Context: an optimization exercise on an open-source flow, tuned for small area and a short achievable clock period. The choices shown serve that exercise and are no tape-out recipe.
At most, simulation tests tie the RTL to the original design; equivalence was not proved.

== v6 ==
## donkeyScreen
module donkeyScreen #(
    parameter int TimerStart      = 6059,
    parameter int FramesPerSecond = 60
) (
    input  logic                  frame_clk,
    input  logic                  reset,
    input  logic                  PSEL,
    input  logic                  PENABLE,
    input  logic                  PWRITE,
    input  logic [7:0]            PADDR,
    input  logic [15:0]           PWDATA,
    output logic [15:0]           PRDATA,
    output logic                  PREADY,
    output logic                  PSLVERR,
    input  logic                  frameStart,
    input  spritePkg::coordT      drawX,
    input  spritePkg::coordT      drawY,
    output spritePkg::colorT      rgb,
    output spritePkg::frameCountT timeLeft
);
    spritePkg::coordT barrel0X;
    spritePkg::coordT barrel0Y;
    spritePkg::coordT barrel1X;
    spritePkg::coordT barrel1Y;
    spritePkg::coordT barrelSize;
    logic  timerRestart;
    logic  hundreds;
    spritePkg::digitT tens;
    spritePkg::digitT ones;
    logic [1:0] code;
    apbRegs regs (
        .frame_clk, .reset,
        .PSEL, .PENABLE, .PWRITE, .PADDR, .PWDATA,
        .PRDATA, .PREADY, .PSLVERR,
        .barrel0X, .barrel0Y, .barrel1X, .barrel1Y, .barrelSize,
        .timerRestart
    );
    countdownTimer timer (
        .frame_clk, .reset, .frameStart, .timerRestart,
        .timeLeft, .hundreds, .tens, .ones
    );
    sceneHitTest hitTest (
        .frame_clk, .reset, .drawX, .drawY,
        .barrel0X, .barrel0Y, .barrel1X, .barrel1Y, .barrelSize,
        .hundreds, .tens, .ones,
        .code
    );
    pixelMixer mixer (
        .code, .rgb
    );
endmodule
==> module sceneHitTest, before the edit <==
module sceneHitTest (
    input  logic             frame_clk,
    input  logic             reset,
    input  spritePkg::coordT drawX,
    input  spritePkg::coordT drawY,
    input  spritePkg::coordT barrel0X,
    input  spritePkg::coordT barrel0Y,
    input  spritePkg::coordT barrel1X,
    input  spritePkg::coordT barrel1Y,
    input  spritePkg::coordT barrelSize,
    input  logic             hundreds,
    input  spritePkg::digitT tens,
    input  spritePkg::digitT ones,
    output logic [1:0]       code
);
    spritePkg::coordT dist0X, dist0Y, dist1X, dist1Y;
    spritePkg::coordT dist0XNext, dist0YNext, dist1XNext, dist1YNext;
    logic [19:0] radSqNext;
    logic [19:2] radSqHigh;
    logic        radSqLow;
    logic [19:0] radSq;
    logic  distValid;
    logic  digitHit;
    logic  girderHit;
    logic  barrelNext;
    logic  girderNext;
    logic  digitNext;
    logic  inDigitArea;
    logic  glyphLit;
    spritePkg::digitT cellDigit;
    spritePkg::coordT drawXN, drawYN;
    assign drawXN = ~drawX;
    assign drawYN = ~drawY;
    absDiff10 diff0X (.a (barrel0X), .nb (drawXN), .d (dist0XNext));
    absDiff10 diff0Y (.a (barrel0Y), .nb (drawYN), .d (dist0YNext));
    absDiff10 diff1X (.a (barrel1X), .nb (drawXN), .d (dist1XNext));
    absDiff10 diff1Y (.a (barrel1Y), .nb (drawYN), .d (dist1YNext));
    radiusSquare radSquare (.r (barrelSize), .sq (radSqNext));
    always_comb begin
        girderNext = 1'b0;
        for (int i = 0; i < spritePkg::GirderCount; i++) begin
            if ((drawX > spritePkg::GirderLeft[10*i +: 10]) && (drawX < spritePkg::GirderRight[10*i +: 10])
                    && (drawY >= spritePkg::GirderTop[10*i +: 10]) && (drawY <= spritePkg::GirderBottom[10*i +: 10])) begin
                girderNext = 1'b1;
            end
        end
    end
    assign inDigitArea = (drawX < 10'd24) && (drawY < 10'd16);
    always_comb begin
        case (drawX[4:3])
            2'd0:    cellDigit = {3'd0, hundreds};
            2'd1:    cellDigit = tens;
            default: cellDigit = ones;
        endcase
    end
    digitGlyph glyph (
        .digit (cellDigit),
        .cellX (drawX[2:0]),
        .cellY (drawY[3:0]),
        .lit   (glyphLit)
    );
    assign digitNext = inDigitArea & glyphLit;
    always_ff @(posedge frame_clk) begin
        dist0X <= dist0XNext;
        dist0Y <= dist0YNext;
        dist1X <= dist1XNext;
        dist1Y <= dist1YNext;
        radSqHigh <= radSqNext[19:2];
        radSqLow  <= radSqNext[0];
    end
    always_ff @(posedge frame_clk or posedge reset) begin
        if (reset) begin
            distValid <= 1'b0;
            digitHit  <= 1'b0;
            girderHit <= 1'b0;
        end else begin
            distValid <= 1'b1;
            digitHit  <= digitNext;
            girderHit <= girderNext;
        end
    end
    assign radSq = {radSqHigh, 1'b0, radSqLow};
    barrelHits circles (
        .a0x (dist0X), .a0y (dist0Y), .a1x (dist1X), .a1y (dist1Y),
        .radSq (radSq),
        .hit (barrelNext)
    );
    always_ff @(posedge frame_clk or posedge reset) begin
        if (reset) begin
            code <= 2'b00;
        end else begin
            code[1] <= (distValid & barrelNext) | digitHit;
            code[0] <= (distValid & barrelNext) | (~digitHit & girderHit);
        end
    end
endmodule
==> module absDiff10, before the edit <==
module absDiff10 (
    input  logic [9:0] a,
    input  logic [9:0] nb,
    output logic [9:0] d
);
    wire [9:0] dp = a ^ nb;
    wire [9:0] dg = a & nb;
    wire dG0_1 = dg[1] | (dp[1] & dg[0]);
    wire dP0_1 = dp[1] & dp[0];
    wire dG0_3 = dg[3] | (dp[3] & dg[2]);
    wire dP0_3 = dp[3] & dp[2];
    wire dG0_5 = dg[5] | (dp[5] & dg[4]);
    wire dP0_5 = dp[5] & dp[4];
    wire dG0_7 = dg[7] | (dp[7] & dg[6]);
    wire dP0_7 = dp[7] & dp[6];
    wire dG0_9 = dg[9] | (dp[9] & dg[8]);
    wire dP0_9 = dp[9] & dp[8];
    wire dG1_2 = dg[2] | (dp[2] & dG0_1);
    wire dP1_2 = dp[2] & dP0_1;
    wire dG1_3 = dG0_3 | (dP0_3 & dG0_1);
    wire dP1_3 = dP0_3 & dP0_1;
    wire dG1_6 = dg[6] | (dp[6] & dG0_5);
    wire dP1_6 = dp[6] & dP0_5;
    wire dG1_7 = dG0_7 | (dP0_7 & dG0_5);
    wire dP1_7 = dP0_7 & dP0_5;
    wire dG2_4 = dg[4] | (dp[4] & dG1_3);
    wire dP2_4 = dp[4] & dP1_3;
    wire dG2_5 = dG0_5 | (dP0_5 & dG1_3);
    wire dP2_5 = dP0_5 & dP1_3;
    wire dG2_6 = dG1_6 | (dP1_6 & dG1_3);
    wire dP2_6 = dP1_6 & dP1_3;
    wire dG2_7 = dG1_7 | (dP1_7 & dG1_3);
    wire dP2_7 = dP1_7 & dP1_3;
    wire dG3_8 = dg[8] | (dp[8] & dG2_7);
    wire dP3_8 = dp[8] & dP2_7;
    wire dG3_9 = dG0_9 | (dP0_9 & dG2_7);
    wire dP3_9 = dP0_9 & dP2_7;
    wire do0 = dG3_9 ? (dp[0] ^ 1'b1) : ~(dp[0] ^ 1'b0);
    wire do1 = dG3_9 ? (dp[1] ^ (dg[0] | dp[0])) : ~(dp[1] ^ dg[0]);
    wire do2 = dG3_9 ? (dp[2] ^ (dG0_1 | dP0_1)) : ~(dp[2] ^ dG0_1);
    wire do3 = dG3_9 ? (dp[3] ^ (dG1_2 | dP1_2)) : ~(dp[3] ^ dG1_2);
    wire do4 = dG3_9 ? (dp[4] ^ (dG1_3 | dP1_3)) : ~(dp[4] ^ dG1_3);
    wire do5 = dG3_9 ? (dp[5] ^ (dG2_4 | dP2_4)) : ~(dp[5] ^ dG2_4);
    wire do6 = dG3_9 ? (dp[6] ^ (dG2_5 | dP2_5)) : ~(dp[6] ^ dG2_5);
    wire do7 = dG3_9 ? (dp[7] ^ (dG2_6 | dP2_6)) : ~(dp[7] ^ dG2_6);
    wire do8 = dG3_9 ? (dp[8] ^ (dG2_7 | dP2_7)) : ~(dp[8] ^ dG2_7);
    wire do9 = dG3_9 ? (dp[9] ^ (dG3_8 | dP3_8)) : ~(dp[9] ^ dG3_8);
    assign d = {do9, do8, do7, do6, do5, do4, do3, do2, do1, do0};
endmodule
==> flow/config.mk <==
export PLATFORM = sky130hd
export DESIGN_NAME = donkeyScreen
export DESIGN_NICKNAME = donkeyScreen
export VERILOG_FILES = /design/flow/design.v
export SDC_FILE = /design/flow/constraint.sdc
export NUM_CORES = 4
export LEC_CHECK = 0
export CAP_MARGIN = 20
export CORE_MARGIN = 2
export CORE_UTILIZATION = 40
export CTS_BUF_LIST = sky130_fd_sc_hd__clkbuf_4 sky130_fd_sc_hd__clkbuf_8
export SLEW_MARGIN = 20
export SYNTH_HIERARCHICAL = 1
export SYNTH_MINIMUM_KEEP_SIZE = 0
==> flow/constraint.sdc <==
create_clock -name core_clock -period 14.0 [get_ports {frame_clk}]
set_input_delay 2.8000 -clock core_clock [delete_from_list [all_inputs] [get_ports {frame_clk}]]
set_output_delay 2.8000 -clock core_clock [all_outputs]
set_load 0.01 [all_outputs]
standard.sh (not shown) runs the stock make flow with config.mk's settings and CLKGATE_MAP_FILE= SYNTH_SCRIPT=/design/flow/synth_recipe.tcl, a recipe that flattens the netlist after the stock synthesis.
==> flow/flow/run.sh <==
#!/bin/bash
# The standard layout, with plain buffers on the ports instead of the delay cells
# that port buffering picks by default, and timing repair aimed at a shorter period than
# the clock (the margin); make's output goes to make_finish.log, each tool's to orfs/logs
set -euo pipefail
bash standard.sh finish BUFFER_PORTS_ARGS="-buffer_cell sky130_fd_sc_hd__buf_2" SETUP_SLACK_MARGIN=8 > make_finish.log 2>&1
v6 reached the final stage; the timing, DRC and antenna checks on its layout passed.
Setup changes, v6 to v7
--- a/flow/design.v
+++ b/flow/design.v
@@ -200,11 +200,8 @@
     logic  glyphLit;
     spritePkg::digitT cellDigit;
-    spritePkg::coordT drawXN, drawYN;
-    assign drawXN = ~drawX;
-    assign drawYN = ~drawY;
-    absDiff10 diff0X (.a (barrel0X), .nb (drawXN), .d (dist0XNext));
-    absDiff10 diff0Y (.a (barrel0Y), .nb (drawYN), .d (dist0YNext));
-    absDiff10 diff1X (.a (barrel1X), .nb (drawXN), .d (dist1XNext));
-    absDiff10 diff1Y (.a (barrel1Y), .nb (drawYN), .d (dist1YNext));
+    absDiff10 diff0X (.a (drawX), .b (barrel0X), .d (dist0XNext));
+    absDiff10 diff0Y (.a (drawY), .b (barrel0Y), .d (dist0YNext));
+    absDiff10 diff1X (.a (drawX), .b (barrel1X), .d (dist1XNext));
+    absDiff10 diff1Y (.a (drawY), .b (barrel1Y), .d (dist1YNext));
     radiusSquare radSquare (.r (barrelSize), .sq (radSqNext));
     always_comb begin
@@ -1121,9 +1118,9 @@
 module absDiff10 (
     input  logic [9:0] a,
-    input  logic [9:0] nb,
+    input  logic [9:0] b,
     output logic [9:0] d
 );
-    wire [9:0] dp = a ^ nb;
-    wire [9:0] dg = a & nb;
+    wire [9:0] dp = ~(a ^ b);
+    wire [9:0] dg = a & ~b;
     wire dG0_1 = dg[1] | (dp[1] & dg[0]);
     wire dP0_1 = dp[1] & dp[0];
==> run notes <==
The final layouts of v7 and v6 pass the timing, DRC and antenna checks. The number of filler instances in the final layout reported for v7 is greater than that of v6 by 69. v7 vs v6 — number of nets in the finished design dropped 1.5%. ~same via count of the first global-routing pass in v7 and v6. Lower final worst slack among v7 and v6: v6. The final reports for v7 and v6 show design area lower in the former.
No functional check of the RTL was part of v6.

[static timing again, ports no longer ideal]
How much do the figures lean on ideal ports? The routed layouts below were timed once more, with nothing changed but the port constraints.
Step 1, drivers: a clkbuf_16 drives frame_clk and a buf_2 each remaining input, both assumed.
Step 2 also shifts input and output timing later by t, the mid clock arrival at the registers, as if the neighbouring blocks saw the same clock.
Three values: ideal ports, drivers, drivers and shift; two values: the first two.
run | t (ns) | slack for setup (ns) | clock arrival spread, ns | worst register clock-pin slew, ns | cell pins on the clock port's net
v6 | 0.495 | 7.486 / 7.274 / 7.274 | 0.018 / 0.018 | 0.09 / 0.09 | 1
v7 | 0.503 | 7.500 / 7.272 / 7.272 | 0.019 / 0.018 | 0.10 / 0.10 | 1
After both steps every run listed still meets setup and hold. The setup slack of v7, which loses most, moves by -0.228 ns with the drivers and by -0.228 ns with both steps.
